Source: an optimization exercise on an open RTL-to-GDS flow (aim: a short achievable clock period and few clock cycles per item). Production flows keep margins and buffers that such runs may drop. The RTL was checked by simulation tests, not by an equivalence proof against the original design. Power is estimated from default activity; no workload was simulated.

## luby_restart_scheduler
module luby_restart_scheduler #(
    parameter int INDEX_BITS = lrs_pkg::LRS_INDEX_BITS
) (
    input  wire logic                              clk,
    input  wire logic                              rst_n,
    input  wire logic                              cfg_wr_en,
    input  wire logic [lrs_pkg::LRS_UNIT_W-1:0]    cfg_wr_data,
    input  wire logic                              in_valid,
    output logic                                   in_ready,
    input  wire logic [lrs_pkg::LRS_COUNT_W-1:0]   conflict_count,
    output logic                                   out_valid,
    input  wire logic                              out_ready,
    output logic                                   restart,
    output logic [lrs_pkg::LRS_TOTAL_W-1:0]        restart_total
);
Settings: LEC_CHECK=0, ABC_CLOCK_PERIOD_IN_PS=2000, CAP_MARGIN=20, CORE_MARGIN=2, CORE_UTILIZATION=40, GPL_TIMING_DRIVEN=1, SETUP_SLACK_MARGIN=3.0, SLEW_MARGIN=20; clock period 5.0 ns.
run.sh (not shown) runs the stock make flow with config.mk's settings and CLKGATE_MAP_FILE= SYNTH_SCRIPT=/design/flow/synth_recipe.tcl, a recipe that flattens the netlist after the stock synthesis.
The starting point finished clean.
Testbench counts at the start, summed over its fixed seeds: cycles 22,528, items 22,400.
==> next run, changes <==
--- a/flow/design.v
+++ b/flow/design.v
@@ -32,15 +32,15 @@
     logic [SEQ_W-1:0]      e1_reg;    
     logic [GAP_W-1:0]      gap0_reg;
     logic [GAP_W-1:0]      gap1_reg;
     logic [INDEX_BITS-1:0] us_reg;    
     logic [INDEX_BITS-1:0] u_inc;     
     logic                  wrap;
     assign wrap = us_reg[0];
-    lrs_counter #(.W(INDEX_BITS), .LO(2), .INIT(2), .LAZY(1'b1)) u_u (
+    lrs_counter #(.W(INDEX_BITS), .LO(2), .INIT(2)) u_u (
         .clk   (clk),
         .rst_n (rst_n),
         .inc   (advance && !last && wrap),
         .value (u_reg),
         .value_inc (u_inc)
     );
     always_ff @(posedge clk or negedge rst_n)
@@ -90,48 +90,41 @@
     end
     assign gap0 = gap0_reg;
     assign gap1 = gap1_reg;
 endmodule
 module lrs_counter #(
     parameter int W    = 32,
     parameter int LO   = 4,
-    parameter int INIT = 0,
-    parameter bit LAZY = 1'b0
+    parameter int INIT = 0
 ) (
     input  wire logic         clk,
     input  wire logic         rst_n,
     input  wire logic         inc,
     output logic [W-1:0]      value,
     output logic [W-1:0]      value_inc    
 );
     localparam logic [W-1:0] INIT_V = W'(INIT);
     logic [LO-1:0]   lo_reg;
     logic [W-LO-1:0] hi_reg;
     logic [W-LO-1:0] hi_up_reg;    
-    logic            carry_reg;    
     always_ff @(posedge clk or negedge rst_n)
     begin
         if (!rst_n)
         begin
-            lo_reg    <= INIT_V[LO-1:0];
-            hi_reg    <= INIT_V[W-1:LO];
-            carry_reg <= 1'b0;
+            lo_reg <= INIT_V[LO-1:0];
+            hi_reg <= INIT_V[W-1:LO];
         end
         else
         begin
             if (inc)
-                lo_reg <= lo_reg + LO'(1);
-            if (LAZY)
             begin
-                carry_reg <= inc && &lo_reg;
-                if (carry_reg)
+                lo_reg <= lo_reg + LO'(1);
+                if (&lo_reg)
                     hi_reg <= hi_up_reg;
             end
-            else if (inc && &lo_reg)
-                hi_reg <= hi_up_reg;
         end
     end
     always_ff @(posedge clk)
         hi_up_reg <= hi_reg + (W-LO)'(1);
     assign value     = {hi_reg, lo_reg};
     assign value_inc = {(&lo_reg) ? hi_up_reg : hi_reg, lo_reg + LO'(1)};
 endmodule
@@ -228,16 +221,16 @@
     output logic                                   restart,
     output logic [lrs_pkg::LRS_TOTAL_W-1:0]        restart_total
 );
     localparam int SEQ_W = $clog2(INDEX_BITS);
     localparam int GAP_W = LRS_UNIT_W + INDEX_BITS - 1;
     localparam int QD    = 5;
     logic [LRS_UNIT_W-1:0]  unit_reg;
-    logic                   reload_n;    
-    logic                   reload2_n;   
+    logic                   reload_reg;
+    logic                   reload2_reg;
     logic                   in_ready_reg;
     logic [2:0]             occ_reg;
     logic [LRS_COUNT_W-1:0] a1_count;
     logic                   a1_valid;
     logic [LRS_COUNT_W-1:0] a2_count;
     logic                   a2_valid;
     logic [3:0][12:0]        a2_g;
@@ -274,25 +267,25 @@
         end
     end
     always_ff @(posedge clk or negedge rst_n)
     begin
         if (!rst_n)
         begin
             unit_reg   <= LRS_UNIT_RESET;
-            reload_n    <= 1'b0;
-            reload2_n   <= 1'b0;
+            reload_reg  <= 1'b1;
+            reload2_reg <= 1'b1;
             occ_reg     <= '0;
             a1_valid   <= 1'b0;
         end
         else
         begin
             if (cfg_wr_en)
                 unit_reg <= cfg_wr_data;
-            reload_n    <= !cfg_wr_en;   
-            reload2_n   <= reload_n;
+            reload_reg  <= cfg_wr_en;    
+            reload2_reg <= reload_reg;
             occ_reg    <= occ_opt[{in_valid, out_ready}];
             a1_valid   <= accept;
         end
     end
     always_ff @(posedge clk)
         in_ready_reg <= rdy_opt[{in_valid, out_ready}];
     always_ff @(posedge clk)
@@ -357,48 +350,46 @@
             if (total_step)
             begin
                 total_max  <= total_last;
                 total_last <= total == {{(INDEX_BITS-2){1'b1}}, 2'b01};
             end
         end
     end
-    lrs_counter #(.W(INDEX_BITS), .LO(4), .INIT(0), .LAZY(1'b1)) u_total (
+    lrs_counter #(.W(INDEX_BITS), .LO(4), .INIT(0)) u_total (
         .clk   (clk),
         .rst_n (rst_n),
         .inc   (total_step),
         .value (total),
         .value_inc ()
     );
     lrs_luby_unit #(
         .INDEX_BITS (INDEX_BITS),
         .SEQ_W      (SEQ_W),
         .GAP_W      (GAP_W)
     ) u_luby (
         .clk     (clk),
         .rst_n   (rst_n),
         .unit    (unit_reg),
-        .reload  (!reload_n),
-        .reload2 (!reload2_n),
+        .reload  (reload_reg),
+        .reload2 (reload2_reg),
         .advance (total_step),
         .last    (total_last),
         .gap0    (gap0),
         .gap1    (gap1)
     );
     localparam int LO = 4;
     localparam int HI = INDEX_BITS - LO;
     logic [1:0][QD-1:0]     n_valid;
     logic [1:0][QD-1:0]     n_fire;
     logic [1:0]             n_load;      
     logic [1:0]             n_hfire;     
     logic [LO-1:0]          head_lo;
     logic [HI-1:0]          head_hi;
     logic [HI-1:0]          head_hi_up;  
-    logic                   head_live;   
-    logic                   head_zero;
-    assign head_zero = !head_live;
+    logic                   head_zero;   
     logic                   head_max;    
     logic [INDEX_BITS-1:0]  out_total;   
     logic                   out_fire;    
     always_comb
     begin
         for (int t = 0; t < 2; t++)
         begin
@@ -452,25 +443,25 @@
     begin
         if (!rst_n)
         begin
             q_valid   <= '0;
             q_empty   <= 1'b1;
             out_vld   <= 1'b0;
             q_fire[0] <= 1'b0;
-            head_live <= 1'b0;
+            head_zero <= 1'b1;
         end
         else
         begin
             q_valid <= n_valid[out_ready];
             q_empty <= !n_valid[out_ready][0];
             out_vld <= n_valid[out_ready][0];
             if (n_load[out_ready])
                 q_fire[0] <= n_hfire[out_ready];
             if (n_load[out_ready])
-                head_live <= 1'b1;
+                head_zero <= 1'b0;
         end
     end
     always_ff @(posedge clk)
     begin
         q_fire[QD-1:1] <= n_fire[out_ready][QD-1:1];
         if (n_load[out_ready])
         begin
After rerunning: Die area falls by 0.50%. Total power falls by 1.8%. First-iteration DRC count falls by 13%. Utilization falls by 0.74 points. Worst setup slack improves by 0.028 ns.
Testbench counts after the change, summed over its fixed seeds: cycles 22,528, items 22,400.


luby_restart_scheduler, a different RTL version from the one above (not shown whole).
Size in the first run: ~690 flip-flops, about 34000 µm² of cells after synthesis.
Settings: LEC_CHECK=0, ABC_CLOCK_PERIOD_IN_PS=2000, CAP_MARGIN=20, CORE_MARGIN=2, CORE_UTILIZATION=40, GPL_TIMING_DRIVEN=1, SETUP_SLACK_MARGIN=3.0, SLEW_MARGIN=20; clock period 5.0 ns.
The first run ran to the end with no violations.
Testbench counts at the start, summed over its fixed seeds: cycles 22,528, items 22,400.
Next try:
--- a/flow/design.v
+++ b/flow/design.v
@@ -380,16 +380,18 @@
     logic [1:0][QD-1:0]     n_fire;
     logic [1:0]             n_load;      
     logic [1:0]             n_hfire;     
     logic [LO-1:0]          head_lo;
     logic [HI-1:0]          head_hi;
     logic [HI-1:0]          head_hi_up;  
     logic                   head_zero;   
     logic                   head_max;    
+    logic [INDEX_BITS-1:0]  out_total;   
+    logic                   out_fire;    
     always_comb
     begin
         for (int t = 0; t < 2; t++)
         begin
             logic          tk;
             logic [QD:0]   sv;
             logic [QD:0]   sf;
             logic [QD-1:0] wr;
@@ -435,34 +437,40 @@
             end
         end
     end
     always_ff @(posedge clk or negedge rst_n)
     begin
         if (!rst_n)
         begin
             q_valid   <= '0;
+            q_fire[0] <= 1'b0;
             head_zero <= 1'b1;
         end
         else
         begin
             q_valid <= n_valid[out_ready];
             if (n_load[out_ready])
+                q_fire[0] <= n_hfire[out_ready];
+            if (n_load[out_ready])
                 head_zero <= 1'b0;
         end
     end
     always_ff @(posedge clk)
     begin
-        q_fire <= n_fire[out_ready];
+        q_fire[QD-1:1] <= n_fire[out_ready][QD-1:1];
         if (n_load[out_ready])
         begin
             head_lo  <= h_lo[out_ready];
             head_hi  <= h_hi[out_ready];
             head_max <= h_max[out_ready];
         end
         head_hi_up <= head_hi + HI'(1);
+        out_fire   <= n_load[out_ready] ? n_hfire[out_ready] : q_fire[0];
+        out_total  <= n_load[out_ready] ? {h_hi[out_ready], h_lo[out_ready]}
+                                        : {head_hi, head_lo};
     end
     assign in_ready      = in_ready_reg;
     assign out_valid     = q_valid[0];
-    assign restart       = q_fire[0];
-    assign restart_total = LRS_TOTAL_W'({head_hi, head_lo});
+    assign restart       = out_fire;
+    assign restart_total = LRS_TOTAL_W'(out_total);
 endmodule
 `default_nettype wire
=> The changed run ran to the end with no violations; synthesized cell count grows by 7.0%; sequential share of layout area shrinks by 0.45 points; hold slack is better by 0.014 ns; via count grows by 8.0%; sequential power grows by about 14%.
Testbench counts after the change, summed over its fixed seeds: cycles 22,528, items 22,400.

-- what the ideal ports hide --
How much do the figures lean on ideal ports? The routed layouts below were timed once more, with nothing changed but the port constraints. Step 1 (the two cells are an assumption about what drives the block):
set clk [get_ports {clk}]
set_driving_cell -lib_cell sky130_fd_sc_hd__clkbuf_16 $clk
set_driving_cell -lib_cell sky130_fd_sc_hd__buf_2 [delete_from_list [all_inputs] $clk]
Step 2 adds t to the input delays and takes it off the output delays; t is the mean of the earliest and latest rising clock arrival at the registers after step 1. Input paths then give back, and output paths get back, about the clock's delay inside the block. Three values: ideal, step 1, step 2; two values: the first two.
run | shift t [ns] | setup slack, ns | worst data-port slew with drivers (ns)
the first run of note 1 | 0.716 | 2.852 / 2.786 / 2.320 | 0.07
the second run of note 1 | 0.698 | 2.880 / 2.819 / 2.342 | 0.10
the first run of note 2 | 0.692 | 2.745 / 2.681 / 2.235 | 0.06
the second run of note 2 | 0.720 | 2.745 / 2.677 / 2.296 | 0.05
After both steps setup and hold are still met in every run listed. For the second run of note 1, which loses most, drivers alone change the setup slack by -0.061 ns; drivers and shift together by -0.538 ns.
